Background: an optimization exercise with open tools, aiming at small area, a short achievable clock period and few clock cycles per item. Do not read the settings as production practice.
Function was checked by simulation only, so behaviour that the tests miss may differ from the original.

**design/flow/config.mk**
```make
export PLATFORM = sky130hd
export DESIGN_NAME = running_mean_stddev
export DESIGN_NICKNAME = running_mean_stddev
export VERILOG_FILES = /design/flow/design.v
export SDC_FILE = /design/flow/constraint.sdc
export NUM_CORES = 4
export LEC_CHECK = 0
export CAP_MARGIN = 20
export CORE_MARGIN = 2
export CORE_UTILIZATION = 40
export SETUP_SLACK_MARGIN = 5
export SLEW_MARGIN = 20
```
**design/flow/constraint.sdc**
```tcl
create_clock -name core_clock -period 11.0 [get_ports {aclk}]
set_input_delay 2.2000 -clock core_clock [delete_from_list [all_inputs] [get_ports {aclk}]]
set_output_delay 2.2000 -clock core_clock [all_outputs]
set_load 0.01 [all_outputs]
```
**design/flow/design.v**
```verilog
package rms_pkg;
    localparam int CNT_W = 17;    
    localparam int SUM_W = 32;    
    localparam int SQ_W  = 47;    
    localparam logic [1:0] STATUS_OK       = 2'd0;
    localparam logic [1:0] STATUS_FEW      = 2'd1;
    localparam logic [1:0] STATUS_OVERFLOW = 2'd2;
endpackage
module running_mean_stddev #(
    parameter int MAX_COUNT   = 65536,
    parameter int FRAC_BITS   = 16
) (
    input  logic        aclk,
    input  logic        aresetn,
    input  logic        s_axis_tvalid,
    output logic        s_axis_tready,
    input  logic [15:0] s_axis_tdata,    
    input  logic        s_axis_tlast,
    output logic        m_axis_tvalid,
    input  logic        m_axis_tready,
    output logic [87:0] m_axis_tdata,    
    input  logic        psel,
    input  logic        penable,
    input  logic        pwrite,
    input  logic [1:0]  paddr,
    input  logic [31:0] pwdata,
    output logic [31:0] prdata,
    output logic        pready
);
    localparam int CW = rms_pkg::CNT_W;
    localparam int SW = rms_pkg::SUM_W;
    localparam int QW = rms_pkg::SQ_W;
    logic mode_reg;
    always_ff @(posedge aclk) begin
        if (!aresetn) mode_reg <= 1'b0;
        else if (psel && penable && pwrite && paddr == 2'd0) mode_reg <= pwdata[0];
    end
    assign pready = 1'b1;
    assign prdata = {31'd0, mode_reg};
    logic f0_v, f0_l, f0_m;
    logic signed [15:0] f0_x;
    logic rdy_reg;
    logic a_full, a_run;
    logic [4:0] a_step;
    logic b_run, b_valid;
    logic [4:0] b_step;
    logic acc_in, f0_hold, f0_go, a_load, a_hand, b_load_ok, a_load_ok;
    assign s_axis_tready = rdy_reg;
    assign acc_in    = s_axis_tvalid && rdy_reg;
    assign b_load_ok = !b_run && !b_valid;
    assign a_load_ok = !a_full || (!a_run && b_load_ok);
    assign a_hand    = a_full && !a_run && b_load_ok;
    assign f0_hold   = f0_v && f0_l && !a_load_ok;
    assign f0_go     = f0_v && !f0_hold;
    assign a_load    = f0_go && f0_l;
    logic f0_v_n, f0_l_n, a_full_n, a_run_n, b_run_n, b_valid_n;
    assign f0_v_n    = f0_hold ? 1'b1 : acc_in;
    assign f0_l_n    = f0_hold ? 1'b1 : s_axis_tlast;
    assign a_run_n   = a_load || (a_run && a_step != 5'd0);
    assign a_full_n  = a_load || (a_full && !a_hand);
    assign b_run_n   = a_hand || (b_run && b_step != 5'd31);
    assign b_valid_n = (b_run && b_step == 5'd31) || (b_valid && !m_axis_tready);
    always_ff @(posedge aclk) begin
        if (!aresetn) begin
            rdy_reg <= 1'b1;
            f0_v    <= 1'b0;
            a_full  <= 1'b0;
            a_run   <= 1'b0;
            b_run   <= 1'b0;
            b_valid <= 1'b0;
        end else begin
            rdy_reg <= !(f0_v_n && f0_l_n) ||
                       !a_full_n || (!a_run_n && !b_run_n && !b_valid_n);
            f0_v    <= f0_v_n;
            a_full  <= a_full_n;
            a_run   <= a_run_n;
            b_run   <= b_run_n;
            b_valid <= b_valid_n;
        end
    end
    always_ff @(posedge aclk) begin
        if (!f0_hold) begin
            f0_x <= s_axis_tdata;
            f0_l <= s_axis_tlast;
            f0_m <= mode_reg;
        end
    end
    logic [CW-1:0]        cnt_reg, cnt_n;
    logic signed [SW-1:0] sum_reg, sum_n;
    logic [QW-1:0]        sq_reg, sq_n;
    logic                 ovf_reg, ovf_n, take;
    logic [30:0]          xsq;
    logic signed [31:0]   xprod;
    assign take  = !cnt_reg[CW-1];           
    assign xprod = f0_x * f0_x;
    assign xsq   = xprod[30:0];
    assign cnt_n = cnt_reg + CW'(take);
    assign sum_n = take ? sum_reg + SW'(f0_x) : sum_reg;
    assign sq_n  = take ? sq_reg + QW'(xsq) : sq_reg;
    assign ovf_n = ovf_reg | !take;
    always_ff @(posedge aclk) begin
        if (!aresetn || a_load) begin
            cnt_reg <= '0;
            sum_reg <= '0;
            sq_reg  <= '0;
            ovf_reg <= 1'b0;
        end else if (f0_go) begin
            cnt_reg <= cnt_n;
            sum_reg <= sum_n;
            sq_reg  <= sq_n;
            ovf_reg <= ovf_n;
        end
    end
    logic [CW-1:0]        an;
    logic [QW-1:0]        aq_sq;
    logic [SW-1:0]        am;        
    logic                 aneg, aovf, amode;
    logic signed [63:0]   aN;
    logic [33:0]          aD;
    logic [15:0]          arem;
    logic [31:0]          aquo;
    logic [31:0] an32, dvd32;
    logic        nb, mb, db;
    logic [CW-1:0] anm;
    logic [16:0] rem2;
    logic [17:0] rem_sub;
    assign an32  = 32'(an);
    assign dvd32 = {am[15:0], 16'd0};
    assign nb    = an32[a_step];
    assign mb    = am[a_step];
    assign db    = dvd32[a_step];
    assign anm   = an - CW'(amode);
    assign rem2  = {arem, db};
    assign rem_sub = {1'b0, rem2} - {1'b0, an};
    always_ff @(posedge aclk) begin
        if (a_load) begin
            an    <= cnt_n;
            aq_sq <= sq_n;
            aneg  <= sum_n[SW-1];
            am    <= sum_n[SW-1] ? SW'(-sum_n) : SW'(sum_n);
            aovf  <= ovf_n;
            amode <= f0_m && (cnt_n >= CW'(2));
            aN    <= '0;
            aD    <= '0;
            arem  <= sum_n[SW-1] ? 16'(SW'(-sum_n) >> 16) : 16'(sum_n >> 16);
            a_step <= 5'd31;
        end else if (a_run) begin
            aN   <= (aN <<< 1) + (nb ? 64'(aq_sq) : 64'd0) - (mb ? 64'(am) : 64'd0);
            aD   <= (aD << 1) + (nb ? 34'(anm) : 34'd0);
            if (!rem_sub[17]) begin
                arem <= rem_sub[15:0];
                aquo <= {aquo[30:0], 1'b1};
            end else begin
                arem <= rem2[15:0];
                aquo <= {aquo[30:0], 1'b0};
            end
            a_step <= a_step - 5'd1;
        end
    end
    logic [62:0] bR;
    logic [61:0] bP;
    logic [31:0] br, bL, bmean;
    logic [33:0] bD;
    logic [CW-1:0] bn;
    logic [1:0]  bst;
    logic [64:0] bt;
    logic [63:0] btr;
    logic [64:0] bdiff;
    assign bt    = {bR, bL[31:30]};
    assign btr   = {bP, 2'b00} + 64'(bD);
    assign bdiff = bt - 65'(btr);
    always_ff @(posedge aclk) begin
        if (a_hand) begin
            bR    <= 63'(aN[61:32]);
            bL    <= aN[31:0];
            bP    <= '0;
            bD    <= aD;
            bmean <= aneg ? -aquo : aquo;
            bn    <= an;
            bst   <= aovf ? rms_pkg::STATUS_OVERFLOW :
                     (an < CW'(2) ? rms_pkg::STATUS_FEW : rms_pkg::STATUS_OK);
            b_step <= 5'd0;
        end else if (b_run) begin
            bL <= {bL[29:0], 2'b00};
            if (!bdiff[64]) begin
                bR <= bdiff[62:0];
                bP <= (bP << 1) + 62'(bD);
                br <= {br[30:0], 1'b1};
            end else begin
                bR <= bt[62:0];
                bP <= bP << 1;
                br <= {br[30:0], 1'b0};
            end
            b_step <= b_step + 5'd1;
        end
    end
    assign m_axis_tvalid = b_valid;
    assign m_axis_tdata  = {5'd0, bst, bn, br, bmean};
endmodule
```
**design/flow/run.sh**
```bash
#!/bin/bash
# synth_recipe.tcl (not shown) runs the flow's synth.tcl, then flattens the netlist and writes it again
# the make line also repeats each setting of config.mk as NAME=value (left out here)
make -C /OpenROAD-flow-scripts/flow DESIGN_CONFIG=/design/flow/config.mk WORK_HOME=/design/flow/orfs CLKGATE_MAP_FILE= SYNTH_SCRIPT=/design/flow/synth_recipe.tcl finish
```
==> results.toml, run 1 <==
[clock_network]
tritoncts = "done"
clkSlewWorstSetupHoldPaths_ns = 0.06
clockRootBuffer = "clkbuf_16"
ctsLongestPathBuffers = 3
worst_skew_pair.late_latency_ns = 0.69
tritoncts.num_buffers = 76
htree_num_levels = 3
clock_sink_count = 649
cts_hold_buf = 0

[routing]
drt-pass1-iter-count = 6
drtIter0Drc = 2897
route.detailed.wl_per_inst_um = 18.8
finalWirelength_mm = 152
antenna_violating_nets_post_route = 0
route.detailed.drc = 0
vias = 44200
drt-vias-per-instance = 5.48

[job]
maxCapViolations = 0

[final_layout]
regMostFlops = "bR"
post-route-util = 0.496
layout.cells.most_common_list = "inv_1 (579), nand2_1 (541), nor2_1 (400)"
mostFrequentLayoutCell = "inv_1"
nets = 6981
final-instance-count-excl-fill = 8075
syn2layout_area_growth_pct = 22.7
largest_registers = "bR (63), aN (62), bP (62)"
largest_register_ff_count = 63
share_of_post_route_cells_with_drive_strength_above_1 = 0.172

[worst_setup_path]
worst_r2r_endpoint = "aq_sq[32]"
worstSetupEndpointType = "register"
worst_path_largest_cell_delay_ns = 0.54
nature_of_the_critical_path_startpoint = "register"
critical_path_required_ns = 11.43
rr_startpoint = "f0_x[4]"
crit_top_cell = "fa_1"
crit_path_top_delay_cell = "fa_1"
worstSetupEndpoint = "aq_sq[32]"
worst-endpoint-arrival_ns = 8.56
reg2reg_depth = 33
worst-path-max-fanout = 6
timing_worst_setup_path_type = "register to register"
ff2ff_setup_slack_ns = 2.87
setup.worst_path.start = "f0_x[4]"

[synthesis]
syn_inst = 5984
ys_seq_area_frac = 0.309
top_cell_type_by_total_area_after_synthesis = "edfxtp_1"
ys.warnings.count = 1
synth.top_cell.area_share = 0.194
syn_area_mm2 = 0.0533
postSynthAreaPerCell_um2 = 8.90
synthArstFlopShare = 0
synthDistinctLibCells = 112
synth-main-ff-cell = "edfxtp_1"
synth_enable_flop_cells = 344
top_post_synthesis_cells_by_area = "edfxtp_1 (19%), dfxtp_1 (11%), fa_1 (10%), ha_1 (9.4%), a21oi_1 (4.3%)"
ys_seq_elements = 649

[timing]
final.period_utilization = 0.739
timing.fmax_mhz = 123
hold_viol = 0
unrepaired_setup_endpoints_after_global_routing = "yes"
relSlewSlack = 0.271
min_period_ns = 8.13
setup_viol = 0
final.setup.tns_ns = 0
slew_limit_fails = 0
final.setup.worst_slack_ns = 2.87
clock_skews_ns = 0.0627
worst_slew_pin_slew_ns = 1.09

[global_routing]
global_route_total_usage_across_every_layer = 0.215
grt_overflow_total = 0
first_global_vias = 43200
grt_start_max_net_pins = 85
wire_length_of_the_first_global_routing_pass_mm = 236
number_of_antenna_violations_at_the_first_check_in_global_routing = 1

[floorplanning]
rows = 133
core_area_mm2 = 0.132
floorplan.die_area_mm2 = 0.136
effective_utilization_at_floorplan = 0.404
chipHeight_um = 369
dieWidth_um = 369
io_pins = 181

[placement]
place.port_buffers = 112
placed_cells = 7632
place_worst_setup_slack_ns = 2.03
routabilityCongestion = 0.887
post-dp-hpwl_mm = 101

[hold_path]
min-delay-path-class = "register to register"

[status]
outcome = "timing/DRC/antenna clean"
==> timing repair <==
action,CTS,global route
endpoints found under the setup margin,227,218
resized for setup,486,353
pin swaps,251,167
setup buffers,192,77
cloned,23,9
==> worst max-delay path: cells and delay by family (launching register included) <==
| family | cells | cell delay [ns] |
|---|---|---|
| buffers and inverters | 6 | 0.60 |
| XOR/XNOR | 2 | 0.24 |
| AO/OA/AOI/OAI | 13 | 2.42 |
| adder cells (fa/ha/maj) | 8 | 3.53 |
| AND/OR/NAND/NOR | 4 | 0.58 |
| flip-flops | 1 | 0.50 |
==> stage by stage <==
stage                     hold WS [ns]  area [um^2]
final                            0.447        65300
after global routing             0.467        65300
after CTS                        0.450        63100
after detailed placement         0.434        56100
after global placement           0.426        56100
after floorplan                  0.409        53800
==> cells in the mapped netlist (31+ instances only) <==
library cell and number:
inv_1 605, nand2_1 581, nor2_1 467, a21oi_1 458, ha_1 402, edfxtp_1 344
dfxtp_1 305, o21ai_0 304, fa_1 265, xnor2_1 261, xor2_1 208, clkbuf_1 184
a21o_1 183, nor3_1 98, nand3_1 96, nor2b_1 79, and2_1 70, a211oi_1 69
and3_1 68, mux2i_1 68, nand2b_1 65, nand4_1 62, a31oi_1 42, o21bai_1 41
buf_4 40, buf_2 39, o21a_1 37, or3_1 32, buf_1 31
==> area by class of cell <==
class | count | area, um^2
antenna | 1 | 2.50
clock buffer | 100 | 2120
clock inverter | 41 | 626
fill | 12100 | 66500
inverter | 612 | 2350
multi-input combinational | 4468 | 36800
sequential | 649 | 16500
tap | 1755 | 2200
timing repair buffer | 446 | 4760
timing repair inverter | 3 | 47.5
==> logic make-up (layout without fill, tap and decap cells) <==
logic type                 Yosys count  after routing  synth area share
DFF                                649            649             0.309
muxes                               88             88            0.0202
AOI/OAI and AO/OA                 1464           1465             0.176
xor gates and xnor gates           472            472            0.0780
and+or+nand+nor                   1733           1739             0.154
adders and majority gates          667            667             0.194
other                                2             38          0.000141
buffers and inverters              909           1202            0.0681
==> per-layer routing <==
metal,routed length [um],GRT usage
met1,67600,0.288
met2,71400,0.360
met3,7680,0.0276
met4,5120,0.0630
met5,0,0
==> worst min-delay path by stage <==
stage / from / to / slack, ns / depth (start not counted)
final: br[14] / br[15] / 0.45 / 0
after global routing: br[27] / br[28] / 0.47 / 0
after CTS: br[27] / br[28] / 0.45 / 0
after detailed placement: aD[33] / bD[33] / 0.43 / 0
after global placement: aD[33] / bD[33] / 0.43 / 0
after floorplan: aD[33] / bD[33] / 0.41 / 0
Testbench counts, summed over its fixed seeds: cycles 13,457, items 320.
==> run 2: changes to the inputs <==
--- a/design/flow/config.mk
+++ b/design/flow/config.mk
@@ -9,4 +9,3 @@
 export CORE_MARGIN = 2
 export CORE_UTILIZATION = 40
-export SETUP_SLACK_MARGIN = 5
 export SLEW_MARGIN = 20
==> run 2 against run 1 <==
  * Critical path depth is 1 higher
  * Register-to-register slack worse by 1.4 ns
  * Utilization is 5.3 points lower
  * Still clean
  * Via count is 6.0% lower
  * Synthesized area stayed put
  * Global-route usage is 2.1 points lower
  * Cell area is 11% lower
  * Fmax is 14% lower
==> results.toml, run 2 <==
[status]
outcome = "timing/DRC/antenna clean"

[routing]
route.detailed.wl_per_inst_um = 17.2
vias = 41600
drt-vias-per-instance = 5.35
drt-pass1-iter-count = 6
antenna_violating_nets_post_route = 0
route.detailed.drc = 0
drtIter0Drc = 2895
finalWirelength_mm = 134

[placement]
place.port_buffers = 112
place_worst_setup_slack_ns = 1.59
routabilityCongestion = 0.869
placedInstanceArea_mm2 = 0.0557
post-dp-hpwl_mm = 101
placed_cells = 7626

[floorplanning]
chipHeight_um = 369
core_area_mm2 = 0.132
floorplan.die_area_mm2 = 0.136
io_pins = 181
dieWidth_um = 369
effective_utilization_at_floorplan = 0.404
rows = 133

[timing]
worst_slew_pin_slew_ns = 1.06
timing.fmax_mhz = 105
final.setup.worst_slack_ns = 1.52
final.period_utilization = 0.862
unrepaired_setup_endpoints_after_global_routing = "no"
relSlewSlack = 0.290
slew_limit_fails = 0
final.setup.tns_ns = 0
hold_viol = 0
setup_viol = 0
min_period_ns = 9.48
clock_skews_ns = 0.0387

[clock_network]
ctsLongestPathBuffers = 3
cts_hold_buf = 0
tritoncts.num_buffers = 77
clkSlewWorstSetupHoldPaths_ns = 0.06
tritoncts = "done"
cts_setup_buffers = 0
cts_resized = 0
clock_sink_count = 649
clockRootBuffer = "clkbuf_16"
htree_num_levels = 3
worst_skew_pair.late_latency_ns = 0.67

[synthesis]
yosysMostFrequentCell = "inv_1"
synth.top_cell.area_share = 0.194
top_post_synthesis_cells_by_area = "edfxtp_1 (19%), dfxtp_1 (11%), fa_1 (10%), ha_1 (9.4%), a21oi_1 (4.3%)"
synth_enable_flop_cells = 344
ys_top_cells_by_count = "inv_1 (605), nand2_1 (581), nor2_1 (467)"
synthDistinctLibCells = 112
ys.warnings.count = 1
syn_area_mm2 = 0.0533
synthArstFlopShare = 0
synth-main-ff-cell = "edfxtp_1"
postSynthAreaPerCell_um2 = 8.90
ys_seq_area_frac = 0.309
syn_inst = 5984
top_cell_type_by_total_area_after_synthesis = "edfxtp_1"
ys_seq_elements = 649

[final_layout]
largest_registers = "bR (63), aN (62), bP (62)"
num_antenna_cells = 0
regMostFlops = "bR"
mostFrequentLayoutCell = "inv_1"
layout.filler_cells = 12900
nets = 6676
seqCellArea_mm2 = 0.0164
multiInputGateArea_mm2 = 0.0334
syn2layout_area_growth_pct = 9.52
final_design_area_no_fill_mm2 = 0.0583
largest_register_ff_count = 63
share_of_post_route_cells_with_drive_strength_above_1 = 0.0462
final-instance-count-excl-fill = 7771
layout.cells.most_common_list = "inv_1 (602), nand2_1 (577), nor2_1 (466)"

[worst_setup_path]
critical_path_required_ns = 11.41
reg2reg_depth = 34
worst-path-max-fanout = 17
cp_num_cells = 34
nature_of_the_critical_path_startpoint = "register"
critical_path.n_buffers_inverters = 5
worst-endpoint-arrival_ns = 9.89
path_delay_family = "adder cells"
crit_path_top_delay_cell = "edfxtp_1"
timing_worst_setup_path_type = "register to register"
worstSetupEndpointType = "register"
worst_path_largest_cell_delay_ns = 0.89

[global_routing]
global_route_total_usage_across_every_layer = 0.194
wire_length_of_the_first_global_routing_pass_mm = 216
grt_start_max_net_pins = 80
number_of_antenna_violations_at_the_first_check_in_global_routing = 4
first_global_vias = 40300
grt_overflow_total = 0

[hold_path]
worst_hold_stages = 0
min-delay-path-class = "register to register"

[job]
maxCapViolations = 0
run 2: worst paths after layout:
| check | startpoint | end | slack [ns] |
|---|---|---|---|
| worst max-delay path | f0_x[2] | aq_sq[40] | 1.52 |
| worst min register to register | aovf | bst[1] | 0.45 |
| worst min-delay path | aovf | bst[1] | 0.45 |
| worst max register to register | f0_x[2] | aq_sq[40] | 1.52 |
run 2: layer usage:
layer,share of wire,track usage,vias up
met5,0.000097,0,-
met4,0.025,0.0515,2
met1,0.47,0.269,19800
met3,0.042,0.0242,183
li1,-,-,20700
met2,0.46,0.319,865
run 2: cell type report:
class,instances,share of cell area
multi-input cells,4461,0.572
flip-flops and latches,649,0.282
inverters,612,0.0396
well taps,1755,0.0376
clock buffers,93,0.0351
repair buffers,150,0.0245
clock inverters,51,0.00879
run 2: cell families after synthesis:
group,after synthesis,share of synthesized area
AO/OA/AOI/OAI,1464,0.176
XOR/XNOR,472,0.0780
adder cells (fa/ha/maj),667,0.194
buffers and inverters,909,0.0681
flip-flops,649,0.309
multiplexers,88,0.0202
other,2,0.000141
AND/OR/NAND/NOR,1733,0.154
run 2: through the flow:
step | util | hold WS, ns
final | 0.443 | 0.450
after global routing | 0.443 | 0.450
after CTS | 0.442 | 0.448
after detailed placement | 0.423 | 0.433
after global placement | 0.423 | 0.433
after floorplan | - | 0.409

-- what the ideal ports hide --
The flow's constraints put no driver on any port. The routed layouts listed below were extracted and timed again, unchanged, in two steps.
Step 1 assumes that a clkbuf_16 drives the clock port and a buf_2 every other input.
Step 2 times the ports against the registers' clock, not the clock port: input delays grow and output delays shrink by t, the midpoint of the rising clock arrivals with the driver on.
Slacks: ideal / step 1 / step 2; pairs: ideal / step 1.
run | t, ns | setup WS [ns] | worst setup path at the end | clock arrival spread, ns
run 1 | 0.739 | 2.868 / 2.868 / 2.868 | register to register | 0.064 / 0.064
run 2 | 0.727 | 1.516 / 1.516 / 1.516 | register to register | 0.043 / 0.044
After both steps every run listed still meets setup and hold.
